Source: an optimization exercise on an open RTL-to-GDS flow (aim: small area). Production flows keep margins and buffers that such runs may drop.
At most, simulation tests tie the RTL to the original design; equivalence was not proved.
No functional check of the RTL was part of run 1.
Power figures rest on the tool's default switching activity, not on a simulated workload.

`flow/config.mk`:
```
export PLATFORM = sky130hd
export DESIGN_NAME = modbus_tcp_read_client_framer_unit
export DESIGN_NICKNAME = modbus_tcp_read_client_framer_unit
export VERILOG_FILES = /design/flow/design.v
export SDC_FILE = /design/flow/constraint.sdc
export NUM_CORES = 4
export LEC_CHECK = 0
export CAP_MARGIN = 20
export CORE_MARGIN = 2
export CORE_UTILIZATION = 40
export SLEW_MARGIN = 20
```
`flow/design.v`:
```
`timescale 1ns / 1ps
`default_nettype none
package mbrc_pkg;
  localparam int QDEPTH = 4;
  localparam int QPTR_W = $clog2(QDEPTH);
  localparam logic [7:0] UNIT_RESET  = 8'd1;
  localparam logic [7:0] MBAP_LENGTH = 8'd6;
  localparam logic [1:0] CMD_START   = 2'd0;
  localparam logic [1:0] CMD_REPLY   = 2'd1;
  localparam logic [1:0] CMD_TIMEOUT = 2'd2;
  localparam logic [1:0] KIND_REQUEST = 2'd0;
  localparam logic [1:0] KIND_VALUE   = 2'd1;
  localparam logic [1:0] KIND_STATUS  = 2'd2;
  localparam logic [2:0] ST_OK            = 3'd0;
  localparam logic [2:0] ST_BAD_FUNCTION  = 3'd1;
  localparam logic [2:0] ST_TOO_LONG      = 3'd2;
  localparam logic [2:0] ST_ID_MISMATCH   = 3'd3;
  localparam logic [2:0] ST_CODE_MISMATCH = 3'd4;
  localparam logic [2:0] ST_TIMEOUT       = 3'd5;
  localparam int JOB_W = 18;
endpackage
`default_nettype wire
`timescale 1ns / 1ps
`default_nettype none
module mbrc_front (
  input  wire logic                       clk,
  input  wire logic                       rst,
  input  wire logic                       take,
  input  wire logic [1:0]                 item_cmd,
  input  wire logic [7:0]                 item_function_code,
  input  wire logic [15:0]                item_start_address,
  input  wire logic [15:0]                item_quantity,
  input  wire logic [7:0]                 item_rx_byte,
  input  wire logic                       cfg_we,
  input  wire logic [7:0]                 cfg_data,
  input  wire logic                       frame_done,
  output logic                            job_valid,
  output logic                            job_high_wr,
  output logic [mbrc_pkg::JOB_W-1:0]      job,
  output logic [15:0]                     head_id,
  output logic                            head_older,
  output logic [7:0]                      head_unit,
  output logic [2:0]                      head_function,
  output logic [9:0]                      head_quantity
);
  logic [7:0]  unit_address, unit_before;
  logic        unit_held;
  logic [15:0] transaction_id;
  logic        phase;
  logic [1:0]  active_function, older_function;    
  logic [9:0]  active_quantity, older_quantity;
  logic [6:0]  d;           
  logic        id_high_ok;
  logic [6:0]  half_count;
  logic [1:0]  frames;
  logic        is_bit, is_word, word_read, too_long, failing, closing, reply;
  logic        new_read;
  logic [2:0]  fail_status;
  logic        in_data;
  logic        bits_here, bits_full, bits_close;
  logic [6:0]  word_end;
  always_comb begin
    is_bit    = (item_function_code == 8'd1) || (item_function_code == 8'd2);
    is_word   = (item_function_code == 8'd3) || (item_function_code == 8'd4);
    too_long  = is_bit ? (item_quantity >= 16'd953) : (item_quantity >= 16'd60);
    word_read = (active_function == 2'd3) || (active_function == 2'd0);
    in_data   = (d < 7'd119);
    bits_full  = (active_quantity[9:3] != d);
    bits_here  = bits_full || (active_quantity[2:0] != 3'd0);
    bits_close = !bits_full || ((active_quantity[2:0] == 3'd0) && (active_quantity[9:3] == d + 7'd1));
    word_end   = {active_quantity[5:0], 1'b0} - 7'd1;
    reply      = take && (item_cmd == mbrc_pkg::CMD_REPLY) && phase;
    job         = '0;
    job[15:8]   = item_rx_byte;
    job_valid   = 1'b0;
    failing     = 1'b0;
    closing     = 1'b0;
    new_read    = 1'b0;
    fail_status = mbrc_pkg::ST_OK;
    if (take) begin
      unique case (item_cmd)
        mbrc_pkg::CMD_START: begin
          if (!phase) begin
            if (!is_bit && !is_word) begin
              failing     = 1'b1;
              fail_status = mbrc_pkg::ST_BAD_FUNCTION;
            end else if (too_long) begin
              failing     = 1'b1;
              fail_status = mbrc_pkg::ST_TOO_LONG;
            end else begin
              new_read   = 1'b1;
              job_valid  = 1'b1;
              job[16]    = 1'b1;
              job[15:0]  = item_start_address;
            end
          end
        end
        mbrc_pkg::CMD_REPLY: begin
          if (phase) begin
            if (d == 7'd120) begin
              if (!id_high_ok || (item_rx_byte != transaction_id[7:0])) begin
                failing     = 1'b1;
                fail_status = mbrc_pkg::ST_ID_MISMATCH;
              end
            end else if (d == 7'd126) begin
              if (item_rx_byte != {5'b0, active_function == 2'd0, active_function}) begin
                failing     = 1'b1;
                fail_status = mbrc_pkg::ST_CODE_MISMATCH;
              end
            end else if (in_data) begin
              if (word_read) begin
                if (d[0] && ({1'b0, d[6:1]} < half_count)) begin
                  job_valid  = 1'b1;
                  job[17]    = 1'b1;
                  job[7:0]   = item_rx_byte;
                end
              end else if (bits_here) begin
                job_valid  = 1'b1;
                job[15:8]  = 8'd0;
                job[10:8]  = bits_full ? 3'd7 : active_quantity[2:0] - 3'd1;
                job[7:0]   = item_rx_byte;
              end
            end
            closing = word_read ? (d == word_end) : (in_data && bits_close);
            if (!failing && closing) begin
              job_valid = 1'b1;
              if (job[17]) begin
                job[16] = 1'b1;
              end else if (bits_here && !word_read) begin
                job[11] = 1'b1;
              end else begin
                job[15:8] = 8'd0;
                job[15]   = 1'b1;
              end
            end
          end
        end
        mbrc_pkg::CMD_TIMEOUT: begin
          if (phase) begin
            failing     = 1'b1;
            fail_status = mbrc_pkg::ST_TIMEOUT;
          end
        end
        default: begin
        end
      endcase
    end
    if (failing) begin
      job_valid = 1'b1;
      job       = '0;
      job[15]   = 1'b1;
      job[2:0]  = fail_status;
    end
    job_high_wr = job_valid ? !job[17] : reply;
    head_id    = transaction_id;
    head_older = (frames == 2'd2);
    if (head_older) begin
      head_function = {older_function == 2'd0, older_function};
      head_quantity = older_quantity;
    end else begin
      head_function = {active_function == 2'd0, active_function};
      head_quantity = active_quantity;
    end
    head_unit = unit_held ? unit_before : unit_address;
  end
  always_ff @(posedge clk) begin
    if (rst) begin
      unit_address   <= mbrc_pkg::UNIT_RESET;
      unit_held      <= 1'b0;
      transaction_id <= '0;
      phase          <= 1'b0;
      frames         <= '0;
    end else begin
      if (cfg_we) begin
        unit_address <= cfg_data;
      end
      if (cfg_we && new_read) begin
        unit_held <= 1'b1;
      end else if (frame_done) begin
        unit_held <= 1'b0;
      end
      if (new_read && !frame_done) begin
        frames <= frames + 2'd1;
      end else if (frame_done && !new_read) begin
        frames <= frames - 2'd1;
      end
      if (new_read) begin
        transaction_id <= transaction_id + 16'd1;
        phase          <= 1'b1;
      end else if (failing || (reply && closing)) begin
        phase <= 1'b0;
      end
    end
  end
  always_ff @(posedge clk) begin
    if (cfg_we) begin
      unit_before <= unit_address;
    end
    if (new_read) begin
      older_function  <= active_function;
      older_quantity  <= active_quantity;
      active_function <= item_function_code[1:0];
      active_quantity <= item_quantity[9:0];
      d               <= 7'd119;
    end else if (reply) begin
      d          <= d + 7'd1;
      id_high_ok <= (item_rx_byte == transaction_id[15:8]);
      if (d == 7'd127) begin
        half_count <= item_rx_byte[7:1];
      end
    end
  end
endmodule
`default_nettype wire
`timescale 1ns / 1ps
`default_nettype none
module mbrc_queue (
  input  wire logic                       clk,
  input  wire logic                       rst,
  input  wire logic                       wr,
  input  wire logic                       wr_high,
  input  wire logic [mbrc_pkg::JOB_W-1:0] wr_job,
  input  wire logic                       rd,
  output logic                            full,
  output logic                            valid,
  output logic [mbrc_pkg::JOB_W-1:0]      head
);
  logic [mbrc_pkg::JOB_W-1:0]   slot0, slot1, slot2, slot3;
  logic [mbrc_pkg::QPTR_W-1:0]  wr_ptr;
  logic [mbrc_pkg::QPTR_W-1:0]  rd_ptr;
  logic                         full_q;
  assign full  = full_q;
  assign valid = full_q || (wr_ptr != rd_ptr);
  always_comb begin
    unique case (rd_ptr)
      2'd0:    head = slot0;
      2'd1:    head = slot1;
      2'd2:    head = slot2;
      default: head = slot3;
    endcase
  end
  always_ff @(posedge clk) begin
    if (wr && wr_ptr == 2'd0) begin
      slot0[mbrc_pkg::JOB_W-1:16] <= wr_job[mbrc_pkg::JOB_W-1:16];
      slot0[7:0]                  <= wr_job[7:0];
    end
    if (wr_high && wr_ptr == 2'd0) begin
      slot0[15:8] <= wr_job[15:8];
    end
    if (wr && wr_ptr == 2'd1) begin
      slot1[mbrc_pkg::JOB_W-1:16] <= wr_job[mbrc_pkg::JOB_W-1:16];
      slot1[7:0]                  <= wr_job[7:0];
    end
    if (wr_high && wr_ptr == 2'd1) begin
      slot1[15:8] <= wr_job[15:8];
    end
    if (wr && wr_ptr == 2'd2) begin
      slot2[mbrc_pkg::JOB_W-1:16] <= wr_job[mbrc_pkg::JOB_W-1:16];
      slot2[7:0]                  <= wr_job[7:0];
    end
    if (wr_high && wr_ptr == 2'd2) begin
      slot2[15:8] <= wr_job[15:8];
    end
    if (wr && wr_ptr == 2'd3) begin
      slot3[mbrc_pkg::JOB_W-1:16] <= wr_job[mbrc_pkg::JOB_W-1:16];
      slot3[7:0]                  <= wr_job[7:0];
    end
    if (wr_high && wr_ptr == 2'd3) begin
      slot3[15:8] <= wr_job[15:8];
    end
  end
  always_ff @(posedge clk) begin
    if (rst) begin
      wr_ptr <= '0;
      rd_ptr <= '0;
      full_q <= 1'b0;
    end else begin
      if (wr) begin
        wr_ptr <= wr_ptr + (mbrc_pkg::QPTR_W)'(1);
      end
      if (rd) begin
        rd_ptr <= rd_ptr + (mbrc_pkg::QPTR_W)'(1);
      end
      if (wr && !rd && (wr_ptr + (mbrc_pkg::QPTR_W)'(1) == rd_ptr)) begin
        full_q <= 1'b1;
      end else if (rd && !wr) begin
        full_q <= 1'b0;
      end
    end
  end
endmodule
`default_nettype wire
`timescale 1ns / 1ps
`default_nettype none
module mbrc_back (
  input  wire logic                       clk,
  input  wire logic                       rst,
  input  wire logic                       job_valid,
  input  wire logic [mbrc_pkg::JOB_W-1:0] job,
  input  wire logic [15:0]                head_id,
  input  wire logic                       head_older,
  input  wire logic [7:0]                 head_unit,
  input  wire logic [2:0]                 head_function,
  input  wire logic [9:0]                 head_quantity,
  output logic                            job_done,
  output logic                            frame_done,
  input  wire logic                       pop,
  output logic                            empty,
  output logic [1:0]                      result_kind,
  output logic [15:0]                     result_value,
  output logic [9:0]                      result_item_index,
  output logic [2:0]                      result_status,
  output logic [31:0]                     result_total_count,
  output logic [31:0]                     result_failed_count,
  output logic                            result_last
);
  logic        out_valid;
  logic        mid;
  logic        advance;
  logic        j_word, j_frame, j_status, j_bits, j_ok;
  logic [2:0]  nb;
  logic        is_status;
  logic [9:0]  k;
  logic [7:0]  fbyte, id_byte;
  logic        id_borrow;
  logic [1:0]  kind_next;
  logic [15:0] value_next;
  logic [9:0]  index_next;
  logic [15:0] value_q;
  logic        last_next;
  logic        count_total, count_failed;
  assign empty   = !out_valid;
  assign advance = job_valid && (!out_valid || pop);
  always_comb begin
    j_word   = job[17];
    j_frame  = !job[17] && job[16];
    j_status = !job[17] && !job[16] && job[15];
    j_bits   = !job[17] && !job[16] && !job[15];
    j_ok     = j_word ? job[16] : job[11];
    nb       = job[10:8];
    k = (mid || (!j_frame && result_kind == mbrc_pkg::KIND_VALUE)) ?
        result_item_index + 10'd1 : 10'd0;
    id_borrow = head_older && (k[0] || head_id[7:0] == 8'd0);
    id_byte   = (k[0] ? head_id[7:0] : head_id[15:8]) - {7'd0, id_borrow};
    unique case (k[3:0])
      4'd0:    fbyte = id_byte;
      4'd1:    fbyte = id_byte;
      4'd5:    fbyte = mbrc_pkg::MBAP_LENGTH;
      4'd6:    fbyte = head_unit;
      4'd7:    fbyte = {5'd0, head_function};
      4'd8:    fbyte = job[15:8];
      4'd9:    fbyte = job[7:0];
      4'd10:   fbyte = {6'd0, head_quantity[9:8]};
      4'd11:   fbyte = head_quantity[7:0];
      default: fbyte = 8'd0;
    endcase
    is_status = j_status || (mid && j_word) || (mid && j_bits && result_item_index[2:0] == nb);
    kind_next   = mbrc_pkg::KIND_VALUE;
    value_next  = '0;
    index_next  = k;
    last_next   = 1'b0;
    if (is_status) begin
      kind_next   = mbrc_pkg::KIND_STATUS;
      index_next  = '0;
      value_next  = {13'd0, j_status ? job[2:0] : mbrc_pkg::ST_OK};
      last_next   = 1'b1;
    end else if (j_frame) begin
      kind_next  = mbrc_pkg::KIND_REQUEST;
      value_next = {8'd0, fbyte};
      last_next  = (k[3:0] == 4'd11);
    end else if (j_word) begin
      value_next = job[15:0];
      last_next  = !j_ok;
    end else begin
      value_next = {15'd0, job[k[2:0]]};
      last_next  = (k[2:0] == nb) && !j_ok;
    end
    count_total  = j_frame || (j_status && (job[2:0] == mbrc_pkg::ST_BAD_FUNCTION ||
                                            job[2:0] == mbrc_pkg::ST_TOO_LONG));
    count_failed = j_status && (job[2:0] != mbrc_pkg::ST_OK);
    job_done   = advance && last_next;
    frame_done = job_done && j_frame;
  end
  assign result_value  = {value_q[15:3], result_kind[1] ? 3'd0 : value_q[2:0]};
  assign result_status = result_kind[1] ? value_q[2:0] : 3'd0;
  always_ff @(posedge clk) begin
    if (advance) begin
      result_kind       <= kind_next;
      value_q           <= value_next;
      result_item_index <= index_next;
      result_last       <= last_next;
    end
  end
  always_ff @(posedge clk) begin
    if (rst) begin
      out_valid           <= 1'b0;
      mid                 <= 1'b0;
      result_total_count  <= '0;
      result_failed_count <= '0;
    end else begin
      if (advance) begin
        out_valid <= 1'b1;
        mid       <= !last_next;
        if (!mid) begin
          result_total_count  <= result_total_count + {31'd0, count_total};
          result_failed_count <= result_failed_count + {31'd0, count_failed};
        end
      end else if (pop) begin
        out_valid <= 1'b0;
      end
    end
  end
endmodule
`default_nettype wire
`timescale 1ns / 1ps
`default_nettype none
module modbus_tcp_read_client_framer_unit (
  input  wire logic          clk,
  input  wire logic          rst,
  input  wire logic          push,
  output logic               full,
  input  wire logic [1:0]    item_cmd,
  input  wire logic [7:0]    item_function_code,
  input  wire logic [15:0]   item_start_address,
  input  wire logic [15:0]   item_quantity,
  input  wire logic [7:0]    item_rx_byte,
  output logic               empty,
  input  wire logic          pop,
  output logic [1:0]         result_kind,
  output logic [15:0]        result_value,
  output logic [9:0]         result_item_index,
  output logic [2:0]         result_status,
  output logic [31:0]        result_total_count,
  output logic [31:0]        result_failed_count,
  output logic               result_last,
  input  wire logic          cfg_valid,
  output logic               cfg_ready,
  input  wire logic [7:0]    cfg_data
);
  logic                       take;
  logic                       job_wr;
  logic                       job_high_wr;
  logic [mbrc_pkg::JOB_W-1:0] job_in;
  logic                       q_valid;
  logic [mbrc_pkg::JOB_W-1:0] q_head;
  logic                       job_done;
  logic                       frame_done;
  logic [15:0]                head_id;
  logic                       head_older;
  logic [7:0]                 head_unit;
  logic [2:0]                 head_function;
  logic [9:0]                 head_quantity;
  assign cfg_ready = 1'b1;
  assign take      = push && !full;
  mbrc_front u_front (
    .clk                (clk),
    .rst                (rst),
    .take               (take),
    .item_cmd           (item_cmd),
    .item_function_code (item_function_code),
    .item_start_address (item_start_address),
    .item_quantity      (item_quantity),
    .item_rx_byte       (item_rx_byte),
    .cfg_we             (cfg_valid),
    .cfg_data           (cfg_data),
    .frame_done         (frame_done),
    .job_valid          (job_wr),
    .job_high_wr        (job_high_wr),
    .job                (job_in),
    .head_id            (head_id),
    .head_older         (head_older),
    .head_unit          (head_unit),
    .head_function      (head_function),
    .head_quantity      (head_quantity)
  );
  mbrc_queue u_queue (
    .clk    (clk),
    .rst    (rst),
    .wr     (job_wr),
    .wr_high(job_high_wr),
    .wr_job (job_in),
    .rd     (job_done),
    .full   (full),
    .valid  (q_valid),
    .head   (q_head)
  );
  mbrc_back u_back (
    .clk                 (clk),
    .rst                 (rst),
    .job_valid           (q_valid),
    .job                 (q_head),
    .head_id             (head_id),
    .head_older          (head_older),
    .head_unit           (head_unit),
    .head_function       (head_function),
    .head_quantity       (head_quantity),
    .job_done            (job_done),
    .frame_done          (frame_done),
    .pop                 (pop),
    .empty               (empty),
    .result_kind         (result_kind),
    .result_value        (result_value),
    .result_item_index   (result_item_index),
    .result_status       (result_status),
    .result_total_count  (result_total_count),
    .result_failed_count (result_failed_count),
    .result_last         (result_last)
  );
endmodule
`default_nettype wire
```
`flow/constraint.sdc`:
```
create_clock -name core_clock -period 8.0 [get_ports {clk}]
set_input_delay 1.6000 -clock core_clock [delete_from_list [all_inputs] [get_ports {clk}]]
set_output_delay 1.6000 -clock core_clock [all_outputs]
set_load 0.01 [all_outputs]
```
`flow/standard.sh`:
```
#!/bin/bash
# synth_recipe.tcl (not shown) runs the flow's synth.tcl, then flattens the netlist and writes it again
# the make line also repeats each setting of config.mk as NAME=value (left out here)
make -C /OpenROAD-flow-scripts/flow DESIGN_CONFIG=/design/flow/config.mk WORK_HOME=/design/flow/orfs CLKGATE_MAP_FILE= SYNTH_SCRIPT=/design/flow/synth_recipe.tcl "${@:-finish}"
```
`flow/flow/abc_area.tcl`:
```
# Prepended to the standard flow's synthesis script (synth_recipe.tcl): Yosys's abc command maps the
# combinational logic with flow/area.script (area-oriented mapping) instead of ORFS's
# speed script. Everything else, flip-flop mapping included, is the standard synthesis.
proc abc {args} {
  set i [lsearch -exact $args -script]
  if {$i >= 0} {
    lset args [expr {$i + 1}] $::env(FLOW_ABC_SCRIPT)
  }
  puts "abc (area script): $args"
  yosys abc {*}$args
}
```
`flow/flow/area.script`:
```
&get -n
&st
&dc2
&dch -f
&nf -a -p -R 1000 -C 32 -F 8 -A 8
&st
&dc2
&dch -f
&nf -a -p -R 1000 -C 32 -F 8 -A 8
&st
&dc2
&dch -f
&nf -a -p -R 1000 -C 32 -F 8 -A 8
&put
```
`flow/flow/run.sh`:
```
#!/bin/bash
# Standard ORFS layout through the standard.sh, with three changes:
#  - synthesis: the standard flow's own synthesis script, but Yosys's abc maps the logic with an
#    area-oriented script (flow/area.script); flip-flop mapping and names are unchanged
#  - the port buffers are sky130_fd_sc_hd__buf_1
#  - clock tree synthesis uses small clock buffers and no dummy loads
# make's full output goes to flow_make.log in this folder; ORFS keeps each step's
# log under orfs/logs.
set -euo pipefail
HERE=$(pwd)
cat flow/abc_area.tcl synth_recipe.tcl > area_synth.tcl
export FLOW_ABC_SCRIPT=$HERE/flow/area.script
CTS="-sink_clustering_enable -repair_clock_nets -dont_use_dummy_load -buf_list {sky130_fd_sc_hd__clkbuf_4} -sink_clustering_size 8 -sink_clustering_max_diameter 40"
BUF="-buffer_cell sky130_fd_sc_hd__buf_1"
export BUFFER_PORTS_ARGS="$BUF"
export CTS_ARGS="$CTS"
bash standard.sh "SYNTH_SCRIPT=$HERE/area_synth.tcl" "BUFFER_PORTS_ARGS=$BUF" "CTS_ARGS=$CTS" finish > flow_make.log 2>&1
```
==> impl_metrics.py, run 1 <==
metrics = {
    "synthesis": {
        "seq_area_frac_synth": 0.542,
        "postSynthCellCount": 1124,
        "async_flop_share": 0,
        "avgSynthCellArea_sq_um": 10.4,
        "synth_top_cells_by_area": "edfxtp_1, dfxtp_1, a21oi_1",
        "yosys.area.top_type": "edfxtp_1",
        "synth_edf_count": 141,
        "synth_nets": 1216,
        "synth-seq-cells": 247,
        "syn_area_sq_mm": 0.0117,
        "synth_top_area_frac": 0.361,
        "yosys_warnings": 3,
        "synth_cell_type_count": 53,
        "synth-main-ff-cell": "edfxtp_1",
    },
    "worst_setup_path": {
        "start_kind": "flop",
        "slowest_delay_ps": 480,
        "cp_top_family": "simple AND/OR/NAND/NOR gates",
        "critical_path_class": "reg -> reg",
        "worstPathCellList": "clkinv_1 > ha_1 > a222oi_1 > nor2_1 > a21oi_1 > nand2_1 > or2_0 > a31oi_1 > ha_1 > ha_1 > and3_1 > nand2b_1 > nor2b_1 > nor2b_1 > and2_0 > nor2b_1 > nor2b_1 > and2_0 > and3_1 > nor2b_1 > nand2_1 > nor2_1 > and3_1 > nor3_1",
        "reg2reg_slack_ps": 2210,
        "required_ps": 8490,
        "cp-end-kind": "flop",
        "worstPathArrival_ps": 6270,
        "crit_path_frequent_cell": "nor2b_1",
        "cpMaxStageDelayCell": "ha_1",
        "crit_buf_inv": 1,
        "crit_fanout": 18,
    },
    "drt": {
        "wl_met2_mm": 14.4,
        "drt_pass1_iterations": 5,
        "remaining_drc_errors": 0,
        "viasPerCell": 5.54,
        "met3_length_mm": 1.78,
        "num_vias": 9458,
        "initialDrtViolationCount": 928,
        "final_antenna_net_count": 0,
        "highest_layer": "met4",
        "post_drt_wl_per_cell_microns": 17.6,
        "drt-total-wl_mm": 30.0,
        "wl_met1_mm": 13.3,
    },
    "floorplan": {
        "core_sq_mm": 0.0288,
        "row_count": 62,
        "dieArea_sq_mm": 0.0307,
        "die_h_microns": 175,
        "boundaryPins": 162,
        "start_util": 0.408,
        "dieWidth_microns": 175,
    },
    "place": {
        "place_inst": 1664,
        "port_buffers": 160,
        "place_hpwl_mm": 21.6,
        "gp_congestion": 0.882,
    },
    "power": {
        "powerDensity_mw_per_mm2": 233,
        "vdd_drop_max_mv": 0.0942,
        "leakagePower_nw": 4.48,
    },
    "clock_network": {
        "cts_sinks": 247,
        "cts-root-buf": "clkbuf_4",
        "cts_tree": "done",
        "post_cts_buffers": 0,
        "cts_resized": 0,
        "cts.htree.levels": 2,
        "cts_buffers": 42,
        "worstSkewPairLatency_ps": 640,
        "cts_hold_buf": 0,
        "clkTransAtPathRegs_ps": 80,
        "clockBufferDepth": 3,
    },
    "global_route": {
        "grt_pass1_vias": 8605,
        "antenna_found_initial": 1,
        "grt_pass1_wl_mm": 47.1,
        "grt-ovfl-total": 0,
        "grt_use_total": 0.192,
        "grt_max_degree": 62,
    },
    "finish": {
        "drive_above_1_share": 0.0416,
        "fin_util": 0.456,
        "nets": 1416,
        "stdcell_count": 1707,
        "syn2layout_area_growth_pct": 11.8,
    },
    "worst_hold_path": {
        "min_path_type": "reg -> reg",
    },
    "sta": {
        "final.period_utilization": 0.723,
        "final-hold-violation-count": 0,
        "setup_viol": 0,
        "max_slew.worst_pin.slew_ps": 1070,
        "drv_slew": 0,
        "rsz0062_at_grt": "false",
        "min_period_ps": 5790,
        "setup_tns_ps": 0,
        "whs_ps": 454,
        "relSlewSlack": 0.281,
        "worst_clock_skew_ps": 74.8,
        "max_freq_ghz": 0.173,
    },
    "status": {
        "status": "finished clean",
    },
    "job": {
        "maxCapViolCount": 0,
    },
}
[flip-flops by register name, summed over array words and instances (netlist names), 16 cells and up]
register	flops
u_back.result_failed_count	32
u_back.result_total_count	32
u_queue.slot0	18
u_queue.slot1	18
u_queue.slot2	18
u_queue.slot3	18
u_back.value_q	16
u_front.transaction_id	16
[cell families after synthesis]
family / Yosys count / synth area share
xor gates and xnor gates: 60 / 0.0448
other: 1 / 0.000320
and+or+nand+nor: 410 / 0.175
DFF: 247 / 0.542
AOI/OAI and AO/OA: 284 / 0.155
muxes: 34 / 0.0290
adders and majority gates: 29 / 0.0309
buffers and inverters: 59 / 0.0233
[routing by layer]
metal	vias up	global-route usage
li1	4651	-
met1	4456	0.264
met2	307	0.317
met3	44	0.0294
met4	0	0.0469
met5	-	0
[placed cells by master (no fill, tap or decap), types with 4 or more instances in the layout]
cell | synthesis | layout
buf_1 | 0 | 159
edfxtp_1 | 141 | 141
nor2_1 | 111 | 111
dfxtp_1 | 106 | 106
a21oi_1 | 105 | 105
nor3_1 | 69 | 69
nand2_1 | 62 | 62
clkinv_1 | 45 | 45
clkbuf_4 | 0 | 43
o21ai_0 | 42 | 42
and3_1 | 41 | 41
mux2i_1 | 34 | 34
nor2b_1 | 34 | 33
xnor2_1 | 33 | 33
ha_1 | 29 | 29
xor2_1 | 27 | 27
o22ai_1 | 25 | 25
and2_0 | 20 | 20
a31oi_1 | 19 | 19
a222oi_1 | 18 | 18
nand3_1 | 18 | 18
nand4_1 | 13 | 13
nand2b_1 | 12 | 12
buf_4 | 14 | 10
o21a_1 | 9 | 9
a22oi_1 | 9 | 9
nor4_1 | 9 | 8
a211oi_1 | 8 | 8
a31o_1 | 7 | 7
nor3b_1 | 6 | 6
a41oi_1 | 5 | 5
or2_0 | 5 | 5
and4_1 | 5 | 5
a2111oi_0 | 5 | 5
a221oi_1 | 5 | 5
o221a_1 | 4 | 4
[power by group]
part / internal (mW) / leakage (nW) / total, mW / switching (mW)
clock network: 0.241 / 0.193 / 0.642 / 0.401
registers: 1.48 / 2.21 / 1.56 / 0.0763
logic: 0.276 / 2.08 / 0.858 / 0.582
[worst paths after layout]
path              depth (start not counted)                        endpoint              start
setup / recovery                         24  u_back.result_failed_count[30]  u_queue.rd_ptr[1]
hold reg to reg                           1               u_front.frames[1]  u_front.frames[1]
setup reg to reg                         24  u_back.result_failed_count[30]  u_queue.rd_ptr[1]
hold / removal                            1               u_front.frames[1]  u_front.frames[1]
[final cells by class]
cell class	instances	area, sq um
diodes	1	2.50
fillers	2834	15700
flip-flops and latches	247	6360
well taps	384	480
repair buffers	170	679
clock buffers	42	315
inverters	45	169
multi-input cells	818	5110
[cells in the mapped netlist, types with 4 or more instances]
cell	n
xor2_1	27
nand2b_1	12
a222oi_1	18
nand3_1	18
and4_1	5
a22oi_1	9
or2_0	5
o21a_1	9
a221oi_1	5
nor2_1	111
clkinv_1	45
nand4_1	13
a211oi_1	8
o21ai_0	42
ha_1	29
and2_0	20
edfxtp_1	141
and3_1	41
dfxtp_1	106
nor3b_1	6
a41oi_1	5
nor2b_1	34
xnor2_1	33
a31o_1	7
a2111oi_0	5
o22ai_1	25
a31oi_1	19
nor3_1	69
buf_4	14
nand2_1	62
o221a_1	4
mux2i_1	34
nor4_1	9
a21oi_1	105
[per-stage QoR]
step / total power [mW] / setup slack (ps) / cell area (sq um)
floorplan: 2.16 / 1730 / 11700
global placement: 2.43 / 1890 / 12800
detailed placement: 2.44 / 1760 / 12800
CTS: 3.09 / 2110 / 13100
global route: 3.24 / 1570 / 13100
finish: 3.06 / 2210 / 13100
[worst register-to-register path, cell delays in order (launching register included)]
cell	delay, ps
dfxtp_1	430
clkinv_1	150
ha_1	480
a222oi_1	410
nor2_1	60
a21oi_1	450
nand2_1	140
or2_0	310
a31oi_1	200
ha_1	200
ha_1	160
and3_1	220
nand2b_1	90
nor2b_1	230
nor2b_1	200
and2_0	270
nor2b_1	280
nor2b_1	220
and2_0	190
and3_1	210
nor2b_1	250
nand2_1	80
nor2_1	250
and3_1	200
nor3_1	40
==> run 2: changes to the inputs <==
--- a/flow/design.v
+++ b/flow/design.v
@@ -58,7 +58,7 @@
   logic [2:0]  fail_status;
   logic        in_data;
   logic        bits_here, bits_full, bits_close;
-  logic [6:0]  word_end;
+  logic [6:0]  d_next;
   always_comb begin
     is_bit    = (item_function_code == 8'd1) || (item_function_code == 8'd2);
     is_word   = (item_function_code == 8'd3) || (item_function_code == 8'd4);
@@ -67,8 +67,8 @@
     in_data   = (d < 7'd119);
     bits_full  = (active_quantity[9:3] != d);
     bits_here  = bits_full || (active_quantity[2:0] != 3'd0);
-    bits_close = !bits_full || ((active_quantity[2:0] == 3'd0) && (active_quantity[9:3] == d + 7'd1));
-    word_end   = {active_quantity[5:0], 1'b0} - 7'd1;
+    d_next     = d + 7'd1;
+    bits_close = !bits_full || ((active_quantity[2:0] == 3'd0) && (active_quantity[9:3] == d_next));
     reply      = take && (item_cmd == mbrc_pkg::CMD_REPLY) && phase;
     job         = '0;
     job[15:8]   = item_rx_byte;
@@ -116,21 +116,18 @@
                 end
               end else if (bits_here) begin
                 job_valid  = 1'b1;
-                job[15:8]  = 8'd0;
-                job[10:8]  = bits_full ? 3'd7 : active_quantity[2:0] - 3'd1;
-                job[7:0]   = item_rx_byte;
+                job[6:4]   = bits_full ? 3'd7 : active_quantity[2:0] - 3'd1;
               end
             end
-            closing = word_read ? (d == word_end) : (in_data && bits_close);
+            closing = word_read ? (d_next == {active_quantity[5:0], 1'b0}) : (in_data && bits_close);
             if (!failing && closing) begin
               job_valid = 1'b1;
               if (job[17]) begin
                 job[16] = 1'b1;
               end else if (bits_here && !word_read) begin
-                job[11] = 1'b1;
+                job[7] = 1'b1;
               end else begin
-                job[15:8] = 8'd0;
-                job[15]   = 1'b1;
+                job[3] = 1'b1;
               end
             end
           end
@@ -148,7 +145,7 @@
     if (failing) begin
       job_valid = 1'b1;
       job       = '0;
-      job[15]   = 1'b1;
+      job[3]    = 1'b1;
       job[2:0]  = fail_status;
     end
     job_high_wr = job_valid ? !job[17] : reply;
@@ -203,7 +200,7 @@
       active_quantity <= item_quantity[9:0];
       d               <= 7'd119;
     end else if (reply) begin
-      d          <= d + 7'd1;
+      d          <= d_next;
       id_high_ok <= (item_rx_byte == transaction_id[15:8]);
       if (d == 7'd127) begin
         half_count <= item_rx_byte[7:1];
@@ -334,10 +331,10 @@
   always_comb begin
     j_word   = job[17];
     j_frame  = !job[17] && job[16];
-    j_status = !job[17] && !job[16] && job[15];
-    j_bits   = !job[17] && !job[16] && !job[15];
-    j_ok     = j_word ? job[16] : job[11];
-    nb       = job[10:8];
+    j_status = !job[17] && !job[16] && job[3];
+    j_bits   = !job[17] && !job[16] && !job[3];
+    j_ok     = j_word ? job[16] : job[7];
+    nb       = job[6:4];
     k = (mid || (!j_frame && result_kind == mbrc_pkg::KIND_VALUE)) ?
         result_item_index + 10'd1 : 10'd0;
     id_borrow = head_older && (k[0] || head_id[7:0] == 8'd0);
@@ -372,7 +369,7 @@
       value_next = job[15:0];
       last_next  = !j_ok;
     end else begin
-      value_next = {15'd0, job[k[2:0]]};
+      value_next = {15'd0, job[{1'b1, k[2:0]}]};
       last_next  = (k[2:0] == nb) && !j_ok;
     end
     count_total  = j_frame || (j_status && (job[2:0] == mbrc_pkg::ST_BAD_FUNCTION ||
--- a/flow/flow/run.sh
+++ b/flow/flow/run.sh
@@ -10,7 +10,7 @@
 HERE=$(pwd)
 cat flow/abc_area.tcl synth_recipe.tcl > area_synth.tcl
 export FLOW_ABC_SCRIPT=$HERE/flow/area.script
-CTS="-sink_clustering_enable -repair_clock_nets -dont_use_dummy_load -buf_list {sky130_fd_sc_hd__clkbuf_4} -sink_clustering_size 8 -sink_clustering_max_diameter 40"
+CTS="-sink_clustering_enable -repair_clock_nets -dont_use_dummy_load -buf_list {sky130_fd_sc_hd__clkbuf_4} -sink_clustering_size 10 -sink_clustering_max_diameter 50"
 BUF="-buffer_cell sky130_fd_sc_hd__buf_1"
 export BUFFER_PORTS_ARGS="$BUF"
 export CTS_ARGS="$CTS"
==> impl_metrics.py, run 2 <==
metrics = {
    "global_route": {
        "grt-ovfl-total": 0,
        "grt_max_degree": 76,
        "grt_use_total": 0.193,
        "grt_pass1_vias": 8522,
        "antenna_found_initial": 2,
        "grt_pass1_wl_mm": 46.5,
    },
    "finish": {
        "nFillCells": 2869,
        "syn2layout_area_growth_pct": 11.2,
        "regArea_sq_mm": 0.00636,
        "drive_above_1_share": 0.0336,
        "nets": 1373,
        "multi_input_area_sq_mm": 0.00495,
        "top_regs": "u_back.result_failed_count (32), u_back.result_total_count (32)",
        "final_cell_mix": "buf_1, edfxtp_1, nor2_1",
        "final_common_cell": "buf_1",
    },
    "power": {
        "seq_power_share": 0.518,
        "power.switching_mw": 1.05,
        "vdd_drop_max_mv": 0.106,
        "p_comb_frac": 0.283,
        "p_sw_frac": 0.349,
        "pwr-share-clk": 0.198,
        "power.total_mw": 3.00,
        "leakagePower_nw": 4.36,
        "intPower_mw": 1.95,
        "powerDensity_mw_per_mm2": 234,
    },
    "drt": {
        "num_vias": 9165,
        "viasPerCell": 5.51,
        "drt-total-wl_mm": 29.7,
        "post_drt_wl_per_cell_microns": 17.8,
        "final_antenna_net_count": 0,
        "remaining_drc_errors": 0,
        "drt_pass1_iterations": 8,
        "initialDrtViolationCount": 838,
    },
    "worst_setup_path": {
        "r2r_end": "u_front.frames[1]",
        "worstPathArrival_ps": 6210,
        "critical_path_class": "reg -> reg",
        "worstPathCellList": "clkinv_1 > ha_1 > a222oi_1 > o21ai_0 > nand2_1 > a31oi_1 > or2_0 > nor2b_1 > nand3_1 > nor2_1 > or3_1 > and2_0 > nand3_1 > ha_1 > xor2_1 > nor2_1 > o21bai_1 > a21oi_1",
        "critPathCapture": "u_front.frames[1]",
        "cp_top_family": "simple AND/OR/NAND/NOR gates",
        "startpoint": "u_queue.rd_ptr[0]",
        "crit_fanout": 18,
        "reg2reg_slack_ps": 2310,
        "cp-end-kind": "flop",
        "crit_cells": 18,
        "cpMaxStageDelayCell": "nor2b_1",
        "crit_buf_inv": 1,
        "required_ps": 8520,
        "start_kind": "flop",
        "reg2regPathDepth": 18,
        "slowest_delay_ps": 640,
        "r2r-start": "u_queue.rd_ptr[0]",
    },
    "place": {
        "place_hpwl_mm": 21.5,
        "gp_congestion": 0.908,
        "port_buffers": 160,
    },
    "job": {
        "maxCapViolCount": 0,
    },
    "worst_hold_path": {
        "min_path_type": "reg -> reg",
    },
    "synthesis": {
        "yosys.area.top_type": "edfxtp_1",
        "synth-main-ff-cell": "edfxtp_1",
        "avgSynthCellArea_sq_um": 10.5,
        "yosysMostFrequentCell": "edfxtp_1",
        "synth-seq-cells": 247,
        "seq_area_frac_synth": 0.551,
        "syn_area_sq_mm": 0.0115,
        "synth_top_cells_by_area": "edfxtp_1, dfxtp_1, nor2_1",
        "synth_top_area_frac": 0.367,
        "synth_nets": 1185,
        "async_flop_share": 0,
        "synth_edf_count": 141,
        "synth_cell_type_count": 51,
        "postSynthCellCount": 1093,
        "yosys_warnings": 3,
        "ys_top_cells_by_count": "edfxtp_1, nor2_1, dfxtp_1, a21oi_1, nor3_1",
    },
    "sta": {
        "worst_clock_skew_ps": 69.9,
        "max_freq_ghz": 0.176,
        "drv_slew": 0,
        "final.period_utilization": 0.711,
        "min_period_ps": 5690,
        "setup_tns_ps": 0,
        "relSlewSlack": 0.333,
        "final-hold-violation-count": 0,
        "setup_viol": 0,
        "max_slew.worst_pin.slew_ps": 1000,
        "rsz0062_at_grt": "false",
    },
    "clock_network": {
        "clockBufferDepth": 3,
        "cts_tree": "done",
        "cts_sinks": 247,
        "cts_resized": 0,
        "worstSkewPairLatency_ps": 620,
        "cts_hold_buf": 0,
        "cts_buffers": 34,
        "cts-root-buf": "clkbuf_4",
        "post_cts_buffers": 0,
        "clkTransAtPathRegs_ps": 80,
        "cts.htree.levels": 2,
    },
    "status": {
        "status": "finished clean",
    },
    "floorplan": {
        "dieWidth_microns": 174,
        "start_util": 0.404,
        "dieArea_sq_mm": 0.0302,
        "row_count": 62,
        "boundaryPins": 162,
        "core_sq_mm": 0.0285,
        "die_h_microns": 174,
    },
}
==> run 2: through the flow <==
stage	cell area, sq um	cells	setup WS (ps)	hold WS, ps	util
final	12800	1664	2310	465	0.449
after global routing	12800	1664	1740	476	0.449
after CTS	12800	1663	2350	452	0.449
after detailed placement	12600	1629	2090	448	0.440
after global placement	12600	1629	2240	443	0.440
after floorplan	11500	1093	1750	428	-
==> run 2: how the worst min path moves through the flow <==
stage                                    start                        end  slack (ps)  depth (start not counted)
CTS                 u_front.active_function[0]  u_front.older_function[0]         450                          0
global route        u_front.active_quantity[1]  u_front.older_quantity[1]         480                          0
finish                       u_front.frames[1]          u_front.frames[1]         470                          1
floorplan                    u_front.frames[1]          u_front.frames[1]         430                          1
detailed placement           u_front.frames[1]          u_front.frames[1]         450                          1
global placement             u_front.frames[1]          u_front.frames[1]         440                          1
==> run 2: final cells by class <==
class | count | share of cell area
diodes | 1 | 0.000195
clock buffers | 34 | 0.0199
inverters | 34 | 0.00996
multi-input cells | 798 | 0.386
flip-flops and latches | 247 | 0.496
well taps | 384 | 0.0375
repair buffers | 166 | 0.0507
==> run 2: cells by family (layout without fill, tap and decap cells) <==
family / Yosys count / after routing / share of synthesized area
AO/OA/AOI/OAI: 267 / 267 / 0.149
XOR/XNOR: 56 / 56 / 0.0425
adder cells (fa/ha/maj): 29 / 29 / 0.0315
buffers and inverters: 48 / 234 / 0.0202
flip-flops: 247 / 247 / 0.551
multiplexers: 30 / 30 / 0.0260
other: 1 / 2 / 0.000325
AND/OR/NAND/NOR: 415 / 415 / 0.179
==> run 2: routing by layer <==
layer	vias to the layer above	global-route usage	part of all wire
met4	2	0.0578	0.023
met2	308	0.319	0.47
li1	4492	-	-
met5	-	0	0.00044
met1	4304	0.256	0.43
met3	59	0.0408	0.070
==> run 2: power by group through the flow <==
| stage | Clock (mW) | Combinational [mW] | Sequential, mW |
|---|---|---|---|
| floorplan | 0 | 0.567 | 1.58 |
| global placement | 0 | 0.833 | 1.58 |
| detailed placement | 0 | 0.843 | 1.58 |
| CTS | 0.626 | 0.847 | 1.56 |
| global route | 0.676 | 0.934 | 1.57 |
| finish | 0.595 | 0.850 | 1.56 |
==> run 3: changes to the inputs <==
--- a/flow/flow/run.sh
+++ b/flow/flow/run.sh
@@ -1,7 +1,9 @@
 #!/bin/bash
 # Standard ORFS layout through the standard.sh, with three changes:
 #  - synthesis: the standard flow's own synthesis script, but Yosys's abc maps the logic with an
-#    area-oriented script (flow/area.script); flip-flop mapping and names are unchanged
+#    area-oriented script (flow/area.script), and adders are left to abc instead of
+#    being mapped to full/half adder cells first (ADDER_MAP_FILE empty); flip-flop
+#    mapping and names are unchanged
 #  - the port buffers are sky130_fd_sc_hd__buf_1
 #  - clock tree synthesis uses small clock buffers and no dummy loads
 # make's full output goes to flow_make.log in this folder; ORFS keeps each step's
@@ -14,4 +16,4 @@
 BUF="-buffer_cell sky130_fd_sc_hd__buf_1"
 export BUFFER_PORTS_ARGS="$BUF"
 export CTS_ARGS="$CTS"
-bash standard.sh "SYNTH_SCRIPT=$HERE/area_synth.tcl" "BUFFER_PORTS_ARGS=$BUF" "CTS_ARGS=$CTS" finish > flow_make.log 2>&1
+bash standard.sh "SYNTH_SCRIPT=$HERE/area_synth.tcl" "ADDER_MAP_FILE=" "BUFFER_PORTS_ARGS=$BUF" "CTS_ARGS=$CTS" finish > flow_make.log 2>&1
==> impl_metrics.py, run 3 <==
metrics = {
    "clock_network": {
        "cts-root-buf": "clkbuf_4",
        "clkTransAtPathRegs_ps": 100,
        "cts_hold_buf": 0,
        "worstSkewPairLatency_ps": 620,
        "clockBufferDepth": 3,
        "cts_buffers": 34,
        "cts_resized": 0,
        "cts_tree": "done",
        "post_cts_buffers": 0,
        "cts.htree.levels": 2,
        "cts_sinks": 247,
    },
    "floorplan": {
        "boundaryPins": 162,
        "core_sq_mm": 0.0270,
        "dieArea_sq_mm": 0.0288,
        "dieWidth_microns": 170,
        "die_h_microns": 170,
        "start_util": 0.407,
        "row_count": 60,
    },
    "power": {
        "seq_power_share": 0.606,
        "p_sw_frac": 0.277,
        "vdd_drop_max_mv": 0.0849,
        "intPower_mw": 1.72,
        "pwr-share-clk": 0.247,
        "p_comb_frac": 0.147,
        "powerDensity_mw_per_mm2": 193,
        "leakagePower_nw": 4.01,
        "power.switching_mw": 0.659,
    },
    "synthesis": {
        "yosys_warnings": 3,
        "synth_edf_count": 141,
        "yosys.area.top_type": "edfxtp_1",
        "seq_area_frac_synth": 0.579,
        "synth-main-ff-cell": "edfxtp_1",
        "async_flop_share": 0,
        "synth-seq-cells": 247,
        "synth_top_area_frac": 0.386,
        "synth_cell_type_count": 49,
        "ys_top_cells_by_count": "edfxtp_1, dfxtp_1, nor2_1, a21oi_1, nor3_1",
        "synth_nets": 1077,
        "syn_area_sq_mm": 0.0110,
        "yosysMostFrequentCell": "edfxtp_1",
        "avgSynthCellArea_sq_um": 10.8,
        "postSynthCellCount": 1014,
        "synth_top_cells_by_area": "edfxtp_1, dfxtp_1, a21oi_1",
    },
    "finish": {
        "regArea_sq_mm": 0.00636,
        "final_common_cell": "buf_1",
        "top_regs": "u_back.result_failed_count (32), u_back.result_total_count (32)",
        "drive_above_1_share": 0.0495,
        "multi_input_area_sq_mm": 0.00443,
        "design_area_sq_mm": 0.0123,
        "nFillCells": 2610,
        "final_cell_mix": "buf_1, edfxtp_1, nor2_1",
        "syn2layout_area_growth_pct": 12.1,
        "nets": 1276,
    },
    "drt": {
        "viasPerCell": 5.48,
        "remaining_drc_errors": 0,
        "drt-total-wl_mm": 28.0,
        "initialDrtViolationCount": 806,
        "drt_pass1_iterations": 7,
        "post_drt_wl_per_cell_microns": 18.0,
        "num_vias": 8518,
        "final_antenna_net_count": 0,
    },
    "place": {
        "place_hpwl_mm": 20.3,
        "gp_congestion": 0.944,
        "placed_area_sq_mm": 0.0120,
        "port_buffers": 160,
    },
    "sta": {
        "setup_viol": 0,
        "max_slew.worst_pin.slew_ps": 1060,
        "rsz0062_at_grt": "false",
        "relSlewSlack": 0.294,
        "min_period_ps": 7230,
        "worst_clock_skew_ps": 70.3,
        "final.period_utilization": 0.904,
        "final-hold-violation-count": 0,
        "max_freq_ghz": 0.138,
        "setup_tns_ps": 0,
        "drv_slew": 0,
    },
    "worst_setup_path": {
        "cp-end-kind": "flop",
        "crit_path_frequent_cell": "and3_1",
        "cpMaxStageDelayCell": "o21ai_0",
        "crit_fanout": 15,
        "slowest_delay_ps": 500,
        "required_ps": 8460,
        "start_kind": "flop",
        "critical_path_class": "reg -> reg",
        "reg2reg_slack_ps": 770,
        "worstPathArrival_ps": 7690,
    },
    "global_route": {
        "grt_max_degree": 100,
        "grt_pass1_wl_mm": 43.4,
        "grt-ovfl-total": 0,
        "grt_use_total": 0.192,
        "antenna_found_initial": 1,
        "grt_pass1_vias": 7869,
    },
    "worst_hold_path": {
        "min_path_type": "reg -> reg",
    },
    "status": {
        "status": "finished clean",
    },
    "job": {
        "maxCapViolCount": 0,
    },
}
## run 3: power groups by stage
stage | clock [mW] | sequential [mW] | combinational, mW
4_1_cts | 0.620 | 1.44 | 0.348
5_1_grt | 0.664 | 1.45 | 0.383
3_3_place_gp | 0 | 1.47 | 0.343
3_5_place_dp | 0 | 1.47 | 0.347
2_1_floorplan | 0 | 1.46 | 0.223
6_report | 0.588 | 1.44 | 0.349
## run 3: stage by stage
stage	setup WS, ps	hold WS, ps	power, mW	std cells	utilization
6_report	770	474	2.38	1553	0.456
3_3_place_gp	764	453	1.81	1518	0.446
4_1_cts	504	478	2.41	1552	0.456
2_1_floorplan	30.8	429	1.69	1014	-
3_5_place_dp	554	457	1.81	1518	0.446
5_1_grt	5.34	498	2.49	1553	0.456
## run 3: metal layers
metal,track usage,share of wire,wire [microns]
met5,0,0,0
met4,0.0494,0.017,489
met3,0.0336,0.060,1690
met2,0.319,0.47,13100
met1,0.261,0.45,12700
## run 3: final cells by class
type | instances | area share
timing repair buffer | 177 | 0.0595
tap | 341 | 0.0347
sequential | 247 | 0.517
antenna | 1 | 0.000204
inverter | 23 | 0.00702
multi-input combinational | 730 | 0.361
clock buffer | 34 | 0.0208
## run 3: worst paths after layout
path                                 from  depth (start not counted)                              to
hold reg to reg   u_front.unit_address[0]                          2         u_front.unit_address[0]
setup / recovery        u_queue.rd_ptr[0]                         29  u_back.result_failed_count[31]
hold / removal    u_front.unit_address[0]                          2         u_front.unit_address[0]
setup reg to reg        u_queue.rd_ptr[0]                         29  u_back.result_failed_count[31]
## run 3: logic make-up (layout without fill, tap and decap cells)
kind of cell,Yosys count,count (layout),share of synthesized area
AND/OR/NAND/NOR,393,393,0.177
flip-flops,247,247,0.579
AO/OA/AOI/OAI,240,240,0.140
XOR/XNOR,55,55,0.0439
multiplexers,38,38,0.0392
buffers and inverters,37,234,0.0174
adder cells (fa/ha/maj),3,3,0.00274
other,1,2,0.000342
## run 3: worst max-delay path: cells and delay by family, from the launching register on
| kind | cells | cell delay [ps] |
|---|---|---|
| DFF | 1 | 420 |
| buffers and inverters | 2 | 420 |
| AOI/OAI and AO/OA | 3 | 860 |
| and+or+nand+nor | 23 | 5230 |
| xor gates and xnor gates | 1 | 130 |
==> run 4: changes to the inputs <==
--- a/flow/config.mk
+++ b/flow/config.mk
@@ -5,7 +5,8 @@
 export SDC_FILE = /design/flow/constraint.sdc
 export NUM_CORES = 4
 export LEC_CHECK = 0
-export CAP_MARGIN = 20
+export CAP_MARGIN = 0
 export CORE_MARGIN = 2
 export CORE_UTILIZATION = 40
-export SLEW_MARGIN = 20
+export GPL_TIMING_DRIVEN = 0
+export SLEW_MARGIN = 0
==> impl_metrics.py, run 4 <==
metrics = {
    "status": {
        "status": "finished clean",
    },
    "drt": {
        "drt-total-wl_mm": 27.8,
        "num_vias": 8422,
        "drt_pass1_iterations": 6,
        "viasPerCell": 5.41,
        "post_drt_wl_per_cell_microns": 17.8,
        "final_antenna_net_count": 0,
        "initialDrtViolationCount": 703,
        "remaining_drc_errors": 0,
    },
    "synthesis": {
        "synth_nets": 1077,
        "synth-seq-cells": 247,
        "yosys.area.top_type": "edfxtp_1",
        "async_flop_share": 0,
        "avgSynthCellArea_sq_um": 10.8,
        "ys_top_cells_by_count": "edfxtp_1, dfxtp_1, nor2_1, a21oi_1, nor3_1",
        "syn_area_sq_mm": 0.0110,
        "synth_top_area_frac": 0.386,
        "synth_top_cells_by_area": "edfxtp_1, dfxtp_1, a21oi_1",
        "yosysMostFrequentCell": "edfxtp_1",
        "synth_edf_count": 141,
        "synth_cell_type_count": 49,
        "seq_area_frac_synth": 0.579,
        "yosys_warnings": 3,
        "postSynthCellCount": 1014,
        "synth-main-ff-cell": "edfxtp_1",
    },
    "floorplan": {
        "dieArea_sq_mm": 0.0288,
        "boundaryPins": 162,
        "row_count": 60,
        "start_util": 0.407,
        "die_h_microns": 170,
        "dieWidth_microns": 170,
        "core_sq_mm": 0.0270,
    },
    "global_route": {
        "grt_pass1_vias": 7674,
        "grt-ovfl-total": 0,
        "grt_pass1_wl_mm": 42.4,
        "grt_use_total": 0.187,
        "grt_max_degree": 45,
        "antenna_found_initial": 2,
    },
    "power": {
        "powerDensity_mw_per_mm2": 191,
        "leakagePower_nw": 4.06,
        "vdd_drop_max_mv": 0.0873,
    },
    "worst_setup_path": {
        "reg2regPathDepth": 27,
        "crit_path_frequent_cell": "and3_1",
        "crit_fanout": 35,
        "start_kind": "input port",
        "cpMaxStageDelayCell": "clkinv_1",
        "worstPathCellList": "buf_1 > nor4_1 > a32oi_1 > or4_1 > a41oi_1 > nor2b_1 > nand2_1 > clkinv_1 > and3_1 > and2_0 > and3_1 > and2_0 > and3_1 > and2_0 > and3_1 > and2_0 > and3_1 > and3_1 > nor3_1",
        "required_ps": 8580,
        "worstPathArrival_ps": 7880,
        "r2r-start": "u_queue.rd_ptr[0]",
        "critical_path_class": "in -> reg",
        "slowest_delay_ps": 920,
        "r2r_end": "u_back.result_failed_count[31]",
        "cp-end-kind": "flop",
        "reg2reg_slack_ps": 860,
    },
    "sta": {
        "drv_slew": 0,
        "worst_clock_skew_ps": 32.7,
        "final-hold-violation-count": 0,
        "setup_viol": 0,
        "max_freq_ghz": 0.137,
        "min_period_ps": 7300,
        "final.period_utilization": 0.912,
        "relSlewSlack": 0.119,
        "rsz0062_at_grt": "false",
        "max_slew.worst_pin.slew_ps": 1320,
    },
    "worst_hold_path": {
        "hold_depth": 2,
        "min_path_type": "reg -> reg",
        "hold_path_end": "u_front.unit_address[0]",
        "min-delay-start": "u_front.unit_address[0]",
    },
    "clock_network": {
        "cts_tree": "done",
        "cts_buffers": 30,
        "clkTransAtPathRegs_ps": 110,
        "cts_sinks": 247,
        "cts-root-buf": "clkbuf_4",
        "cts_hold_buf": 0,
        "worstSkewPairLatency_ps": 700,
        "clockBufferDepth": 3,
        "cts.htree.levels": 1,
    },
    "finish": {
        "nFillCells": 2554,
        "design_area_sq_mm": 0.0124,
        "drive_above_1_share": 0.0584,
        "nets": 1280,
        "final_cell_mix": "buf_1, edfxtp_1, nor2_1, dfxtp_1, a21oi_1",
        "syn2layout_area_growth_pct": 13.0,
        "final_common_cell": "buf_1",
        "top_regs": "u_back.result_failed_count (32), u_back.result_total_count (32)",
        "fin_util": 0.460,
    },
    "place": {
        "port_buffers": 160,
        "place_hpwl_mm": 20.0,
        "placed_area_sq_mm": 0.0121,
        "gp_congestion": 0.883,
    },
    "job": {
        "maxCapViolCount": 0,
    },
}
run 4: timing repair:
action | in CTS | in global routing
setup endpoints to repair | 9 | 11
gates resized for setup | 4 | 11
buffers inserted | 0 | 8
gates cloned | 0 | 1
run 4: final cells by class:
cell class / instances / area, sq um / area share
clock buffer: 30 / 225 / 0.0182
multi-input combinational: 731 / 4480 / 0.362
tap: 341 / 427 / 0.0344
buffer: 14 / 105 / 0.00848
sequential: 247 / 6360 / 0.513
timing repair buffer: 170 / 706 / 0.0569
inverter: 23 / 86.3 / 0.00696
antenna: 2 / 5.00 / 0.000404
run 4: metal layers:
metal	vias to the layer above	wire, microns	GRT usage
li1	4204	-	-
met1	3912	12400	0.251
met2	265	13000	0.311
met3	41	1810	0.0352
met4	0	585	0.0491
met5	-	0	0
run 4: worst max-delay path, delay by kind of cell:
family | cells | cell delay [ps]
AOI/OAI and AO/OA | 2 | 520
and+or+nand+nor | 15 | 4720
buffers and inverters | 2 | 990
run 4: kinds of logic (layout without fill, tap and decap cells):
| logic type | count (synthesis) | in the layout | synth area share |
|---|---|---|---|
| buf+inv | 37 | 237 | 0.0174 |
| compound gates | 240 | 240 | 0.140 |
| simple gates | 393 | 394 | 0.177 |
| fa+ha+maj | 3 | 3 | 0.00274 |
| flops | 247 | 247 | 0.579 |
| mux | 38 | 38 | 0.0392 |
| xor+xnor | 55 | 55 | 0.0439 |
| other cells | 1 | 3 | 0.000342 |
run 4: per-stage QoR:
| stage | power, mW | cells | TNS (ps) | setup slack (ps) | hold slack, ps |
|---|---|---|---|---|---|
| detailed placement | 1.82 | 1517 | -2350 | -471 | 459 |
| global route | 2.48 | 1557 | 0 | 10.8 | 503 |
| floorplan | 1.69 | 1014 | 0 | 30.8 | 429 |
| finish | 2.37 | 1558 | 0 | 703 | 480 |
| CTS | 2.39 | 1547 | 0 | 91.1 | 484 |
| global placement | 1.82 | 1515 | -15820 | -1470 | 459 |
run 4: where the power goes:
part	total, mW	internal [mW]	leakage, nW	switching (mW)
Sequential	1.44	1.40	2.17	0.0379
Combinational	0.369	0.134	1.74	0.235
Clock	0.564	0.171	0.138	0.393
run 4: how the worst max path moves through the flow:
stage	slack, ps	end	cells past startpoint	from
2_1_floorplan	30	u_back.result_failed_count[31]	26	pop
3_3_place_gp	-1470	u_back.result_failed_count[31]	27	pop
3_5_place_dp	-470	u_back.result_total_count[31]	26	u_queue.rd_ptr[0]
4_1_cts	90	u_back.result_total_count[31]	28	u_queue.rd_ptr[1]
5_1_grt	10	u_back.result_total_count[31]	28	u_queue.rd_ptr[0]
6_report	700	u_front.transaction_id[15]	19	item_function_code[5]
==> run 5: changes to the inputs <==
--- a/flow/design.v
+++ b/flow/design.v
@@ -312,7 +312,7 @@
   output logic                            result_last
 );
   logic        out_valid;
-  logic        mid;
+  logic        mid;           
   logic        advance;
   logic        j_word, j_frame, j_status, j_bits, j_ok;
   logic [2:0]  nb;
@@ -385,19 +385,19 @@
       result_kind       <= kind_next;
       value_q           <= value_next;
       result_item_index <= index_next;
-      result_last       <= last_next;
     end
   end
+  assign mid = !result_last;
   always_ff @(posedge clk) begin
     if (rst) begin
       out_valid           <= 1'b0;
-      mid                 <= 1'b0;
+      result_last         <= 1'b1;
       result_total_count  <= '0;
       result_failed_count <= '0;
     end else begin
       if (advance) begin
-        out_valid <= 1'b1;
-        mid       <= !last_next;
+        out_valid   <= 1'b1;
+        result_last <= last_next;
         if (!mid) begin
           result_total_count  <= result_total_count + {31'd0, count_total};
           result_failed_count <= result_failed_count + {31'd0, count_failed};
--- a/flow/config.mk
+++ b/flow/config.mk
@@ -5,8 +5,7 @@
 export SDC_FILE = /design/flow/constraint.sdc
 export NUM_CORES = 4
 export LEC_CHECK = 0
-export CAP_MARGIN = 0
+export CAP_MARGIN = 20
 export CORE_MARGIN = 2
-export CORE_UTILIZATION = 40
-export GPL_TIMING_DRIVEN = 0
-export SLEW_MARGIN = 0
+export CORE_UTILIZATION = 60
+export SLEW_MARGIN = 20
==> impl_metrics.py, run 5 <==
metrics = {
    "status": {
        "status": "finished clean",
    },
    "worst_setup_path": {
        "start_kind": "flop",
        "r2r_end": "u_back.result_failed_count[31]",
        "required_ps": 8540,
        "reg2regPathDepth": 27,
        "crit_path_frequent_cell": "and3_1",
        "worstPathArrival_ps": 7670,
        "crit_buf_inv": 1,
        "r2r-start": "u_queue.rd_ptr[1]",
        "critical_path_class": "reg -> reg",
        "cpMaxStageDelayCell": "dfxtp_1",
        "reg2reg_slack_ps": 870,
        "slowest_delay_ps": 590,
        "crit_fanout": 12,
        "cp_top_family": "simple AND/OR/NAND/NOR gates",
        "cp-end-kind": "flop",
    },
    "finish": {
        "final_cell_mix": "buf_1, edfxtp_1, nor2_1",
        "regArea_sq_mm": 0.00633,
        "final_common_cell": "buf_1",
        "stdcell_count": 1457,
        "syn2layout_area_growth_pct": 10.6,
        "top_regs": "u_back.result_failed_count (32), u_back.result_total_count (32)",
        "multi_input_area_sq_mm": 0.00440,
        "nFillCells": 1510,
        "drive_above_1_share": 0.0424,
        "nets": 1292,
    },
    "global_route": {
        "grt_pass1_vias": 8063,
        "antenna_found_initial": 1,
        "grt-ovfl-total": 0,
        "grt_use_total": 0.270,
        "grt_pass1_wl_mm": 42.2,
        "grt_max_degree": 100,
    },
    "place": {
        "place_hpwl_mm": 19.1,
        "gp_congestion": 0.965,
        "place_inst": 1426,
        "port_buffers": 160,
    },
    "sta": {
        "final-hold-violation-count": 0,
        "final.period_utilization": 0.892,
        "worst_clock_skew_ps": 55.4,
        "rsz0062_at_grt": "false",
        "setup_tns_ps": 0,
        "drv_slew": 0,
        "relSlewSlack": 0.250,
        "setup_viol": 0,
        "max_freq_ghz": 0.140,
        "min_period_ps": 7130,
        "max_slew.worst_pin.slew_ps": 1110,
    },
    "power": {
        "leakagePower_nw": 4.03,
        "powerDensity_mw_per_mm2": 216,
        "vdd_drop_max_mv": 0.141,
    },
    "synthesis": {
        "synth-main-ff-cell": "edfxtp_1",
        "async_flop_share": 0,
        "synth-seq-cells": 246,
        "postSynthCellCount": 1034,
        "yosysMostFrequentCell": "edfxtp_1",
        "yosys_warnings": 3,
        "synth_top_area_frac": 0.385,
        "ys_top_cells_by_count": "edfxtp_1, nor2_1, dfxtp_1, a21oi_1, nor3_1",
        "seq_area_frac_synth": 0.579,
        "synth_edf_count": 140,
        "synth_top_cells_by_area": "edfxtp_1, dfxtp_1, a21oi_1",
        "avgSynthCellArea_sq_um": 10.6,
        "yosys.area.top_type": "edfxtp_1",
        "synth_nets": 1097,
        "synth_cell_type_count": 49,
        "syn_area_sq_mm": 0.0109,
    },
    "worst_hold_path": {
        "min-delay-start": "u_front.unit_address[7]",
        "hold_path_end": "u_front.unit_before[7]",
        "hold_depth": 0,
        "min_path_type": "reg -> reg",
    },
    "clock_network": {
        "cts.htree.levels": 1,
        "cts_hold_buf": 0,
        "clockBufferDepth": 3,
        "cts-root-buf": "clkbuf_4",
        "clkTransAtPathRegs_ps": 110,
        "cts_tree": "done",
        "worstSkewPairLatency_ps": 680,
        "cts_buffers": 30,
        "cts_sinks": 246,
    },
    "drt": {
        "final_antenna_net_count": 0,
        "remaining_drc_errors": 0,
        "viasPerCell": 6.02,
        "num_vias": 8776,
        "post_drt_wl_per_cell_microns": 18.4,
        "initialDrtViolationCount": 852,
        "drt_pass1_iterations": 5,
        "drt-total-wl_mm": 26.8,
    },
    "floorplan": {
        "die_h_microns": 139,
        "dieArea_sq_mm": 0.0193,
        "start_util": 0.610,
        "core_sq_mm": 0.0179,
        "row_count": 49,
        "boundaryPins": 162,
        "dieWidth_microns": 139,
    },
    "job": {
        "maxCapViolCount": 0,
    },
}
run 5: cell count changes in the layout (fill, tap and decap cells not counted), moves of 6 or more:
cell | previous run | this run
nor2_1 | 105 | 114
nand2_1 | 63 | 75
mux2i_1 | 34 | 25
nor2b_1 | 23 | 17
and3_1 | 34 | 44
xor2_1 | 19 | 13
a22oi_1 | 4 | 17
o21ai_0 | 38 | 45
run 5: layout make-up:
type                            count  area share
Antenna cell                        1    0.000207
Clock buffer                       30      0.0186
Multi-Input combinational cell    746       0.364
Tap cell                          229      0.0237
Inverter                           28     0.00870
Sequential cell                   246       0.524
Timing Repair Buffer              177      0.0606
run 5: cell families after synthesis:
family | after synthesis | share of synthesized area
multiplexers | 25 | 0.0229
AO/OA/AOI/OAI | 265 | 0.158
XOR/XNOR | 52 | 0.0417
flip-flops | 246 | 0.579
adder cells (fa/ha/maj) | 2 | 0.00183
AND/OR/NAND/NOR | 401 | 0.177
other | 1 | 0.000343
buffers and inverters | 42 | 0.0192
run 5: how the worst max path moves through the flow:
| stage | from | endpoint | slack, ps | cells past startpoint |
|---|---|---|---|---|
| 2_1_floorplan | pop | u_back.result_failed_count[31] | 490 | 26 |
| 3_3_place_gp | pop | u_back.result_failed_count[31] | 680 | 27 |
| 3_5_place_dp | pop | u_back.result_failed_count[31] | 460 | 27 |
| 4_1_cts | u_queue.rd_ptr[0] | u_back.result_failed_count[31] | 870 | 27 |
| 5_1_grt | u_queue.rd_ptr[1] | u_back.result_failed_count[31] | 40 | 27 |
| 6_report | u_queue.rd_ptr[1] | u_back.result_failed_count[31] | 870 | 27 |
run 5: power breakdown:
group | internal, mW | switching (mW)
clock | 0.171 | 0.376
sequential | 1.43 | 0.0630
combinational | 0.189 | 0.376
run 5: per-layer routing:
metal	global-route usage	up-vias	routed length (microns)
met4	0.0659	0	581
met5	0	-	0
li1	-	4258	-
met1	0.381	4125	11900
met2	0.448	354	12500
met3	0.0369	39	1760
run 5: what timing repair did:
item	in CTS	in global routing
setup endpoints to repair	0	1
gates resized for setup	0	1
buffers inserted	0	0
run 5: stage by stage:
stage	cell area [sq um]	setup slack [ps]	util	hold WS, ps	power (mW)
2_1_floorplan	10900	487	-	429	1.88
3_3_place_gp	11800	675	0.662	444	2.07
3_5_place_dp	11800	458	0.662	441	2.08
4_1_cts	12100	867	0.674	476	2.61
5_1_grt	12100	39.3	0.675	485	2.73
6_report	12100	866	0.675	469	2.61
==> run 6: changes to the inputs <==
--- a/flow/config.mk
+++ b/flow/config.mk
@@ -7,5 +7,5 @@
 export LEC_CHECK = 0
 export CAP_MARGIN = 20
 export CORE_MARGIN = 2
-export CORE_UTILIZATION = 60
+export CORE_UTILIZATION = 40
 export SLEW_MARGIN = 20
==> impl_metrics.py, run 6 <==
metrics = {
    "finish": {
        "nets": 1296,
        "final_common_cell": "buf_1",
        "syn2layout_area_growth_pct": 12.1,
        "nFillCells": 2623,
        "stdcell_count": 1576,
    },
    "worst_setup_path": {
        "required_ps": 8550,
        "critical_path_class": "reg -> reg",
        "crit_path_frequent_cell": "and3_1",
        "start_kind": "flop",
        "cp-end-kind": "flop",
        "slowest_delay_ps": 580,
        "worstPathArrival_ps": 7790,
        "crit_fanout": 17,
    },
    "power": {
        "power.switching_mw": 0.837,
        "seq_power_share": 0.567,
        "vdd_drop_max_mv": 0.0853,
        "intPower_mw": 1.80,
        "p_comb_frac": 0.220,
        "p_sw_frac": 0.318,
    },
    "synthesis": {
        "synth_compound_area_frac": 0.158,
        "synth-simple-area-share": 0.177,
        "synth_top_cells_by_area": "edfxtp_1, dfxtp_1, a21oi_1",
        "avgSynthCellArea_sq_um": 10.6,
        "synth_top_family_by_area": "simple AND/OR/NAND/NOR gates",
        "synth-xor-area-share": 0.0417,
        "synth-seq-cells": 246,
        "async_flop_share": 0,
        "yosys.area_share.adder": 0.00183,
        "synth-main-ff-cell": "edfxtp_1",
        "synth_edf_count": 140,
        "syn_area_sq_mm": 0.0109,
        "yosysMostFrequentCell": "edfxtp_1",
        "postSynthCellCount": 1034,
        "yosys_warnings": 3,
        "synthMuxAreaShare": 0.0229,
    },
    "sta": {
        "setup_tns_ps": 0,
        "drv_slew": 0,
        "relSlewSlack": 0.266,
        "max_slew.worst_pin.slew_ps": 1100,
        "final.period_utilization": 0.905,
        "final-hold-violation-count": 0,
        "worst_clock_skew_ps": 54.8,
        "rsz0062_at_grt": "false",
        "min_period_ps": 7240,
    },
    "worst_hold_path": {
        "min_path_type": "reg -> reg",
    },
    "drt": {
        "num_vias": 8737,
        "post_drt_wl_per_cell_microns": 18.4,
        "viasPerCell": 5.54,
        "drt_pass1_iterations": 6,
        "initialDrtViolationCount": 773,
    },
    "clock_network": {
        "worstSkewPairLatency_ps": 710,
        "cts-root-buf": "clkbuf_4",
        "cts_buffers": 31,
        "cts_resized": 0,
        "clockBufferDepth": 3,
        "cts_hold_buf": 0,
        "cts.htree.levels": 1,
        "cts_tree": "done",
    },
    "floorplan": {
        "row_count": 60,
        "dieArea_sq_mm": 0.0287,
        "start_util": 0.407,
        "die_h_microns": 169,
    },
    "place": {
        "place_hpwl_mm": 20.8,
        "gp_congestion": 0.921,
    },
    "status": {
        "status": "finished clean",
    },
    "global_route": {
        "grt_use_total": 0.194,
        "grt_pass1_vias": 7939,
        "grt_max_degree": 100,
        "grt-ovfl-total": 0,
        "grt_pass1_wl_mm": 44.0,
    },
    "job": {
        "maxCapViolCount": 0,
    },
}
## run 6: cell count changes in the layout (fill, tap and decap cells not counted)
cell	delta
dfxtp_1	+1
nor3_2	-1
o21ai_0	-1
diode_2	+3
nor3_1	+1
buf_4	+2
o21ai_1	+1
buf_2	+1
clkbuf_4	+1
dfxtp_2	-1
## run 6: worst paths after layout
check	slack, ps	endpoint	cells after the start	from
worst max-delay path	760	u_back.result_failed_count[31]	28	u_queue.rd_ptr[0]
worst min-delay path	470	u_front.unit_address[0]	2	u_front.unit_address[0]
worst max register to register	760	u_back.result_failed_count[31]	28	u_queue.rd_ptr[0]
worst min register to register	470	u_front.unit_address[0]	2	u_front.unit_address[0]
## run 6: cells by family after synthesis
kind of cell	after synthesis
xor+xnor	52
mux	25
flops	246
simple gates	401
fa+ha+maj	2
other cells	1
buf+inv	42
compound gates	265
## run 6: power groups by stage
stage / combinational (mW) / sequential, mW / clock (mW)
3_3_place_gp: 0.572 / 1.52 / 0
3_5_place_dp: 0.572 / 1.52 / 0
4_1_cts: 0.573 / 1.50 / 0.592
5_1_grt: 0.627 / 1.51 / 0.637
2_1_floorplan: 0.359 / 1.52 / 0
6_report: 0.579 / 1.49 / 0.563
## run 6: per-stage QoR
stage	worst slack (ps)	instance area (sq um)	hold slack (ps)	utilization	power [mW]
finish	763	12300	474	0.456	2.64
global route	54.8	12300	493	0.456	2.77
CTS	840	12200	479	0.455	2.66
detailed placement	563	12000	454	0.447	2.10
global placement	703	12000	450	0.447	2.09
floorplan	487	10900	429	-	1.88
## run 6: final cells by class
| class | count | area [sq um] | area share |
|---|---|---|---|
| timing repair buffer | 180 | 752 | 0.0614 |
| tap | 341 | 427 | 0.0348 |
| sequential | 246 | 6330 | 0.516 |
| multi-input combinational | 746 | 4400 | 0.359 |
| clock buffer | 31 | 233 | 0.0190 |
| inverter | 28 | 105 | 0.00858 |
| antenna | 4 | 10.0 | 0.000817 |
## run 6: critical path, delay by kind of cell, from the launching register on
kind            cells  cell delay, ps
buf+inv             2             470
flops               1             580
xor+xnor            1             120
simple gates       22            4960
compound gates      3             980
## run 6: routing by layer
metal  up-vias  track usage  part of all wire
met5         -            0                 0
met4         0       0.0706             0.032
met3        55       0.0331             0.072
met2       320        0.311              0.46
met1      4093        0.266              0.44
li1       4269            -                 -
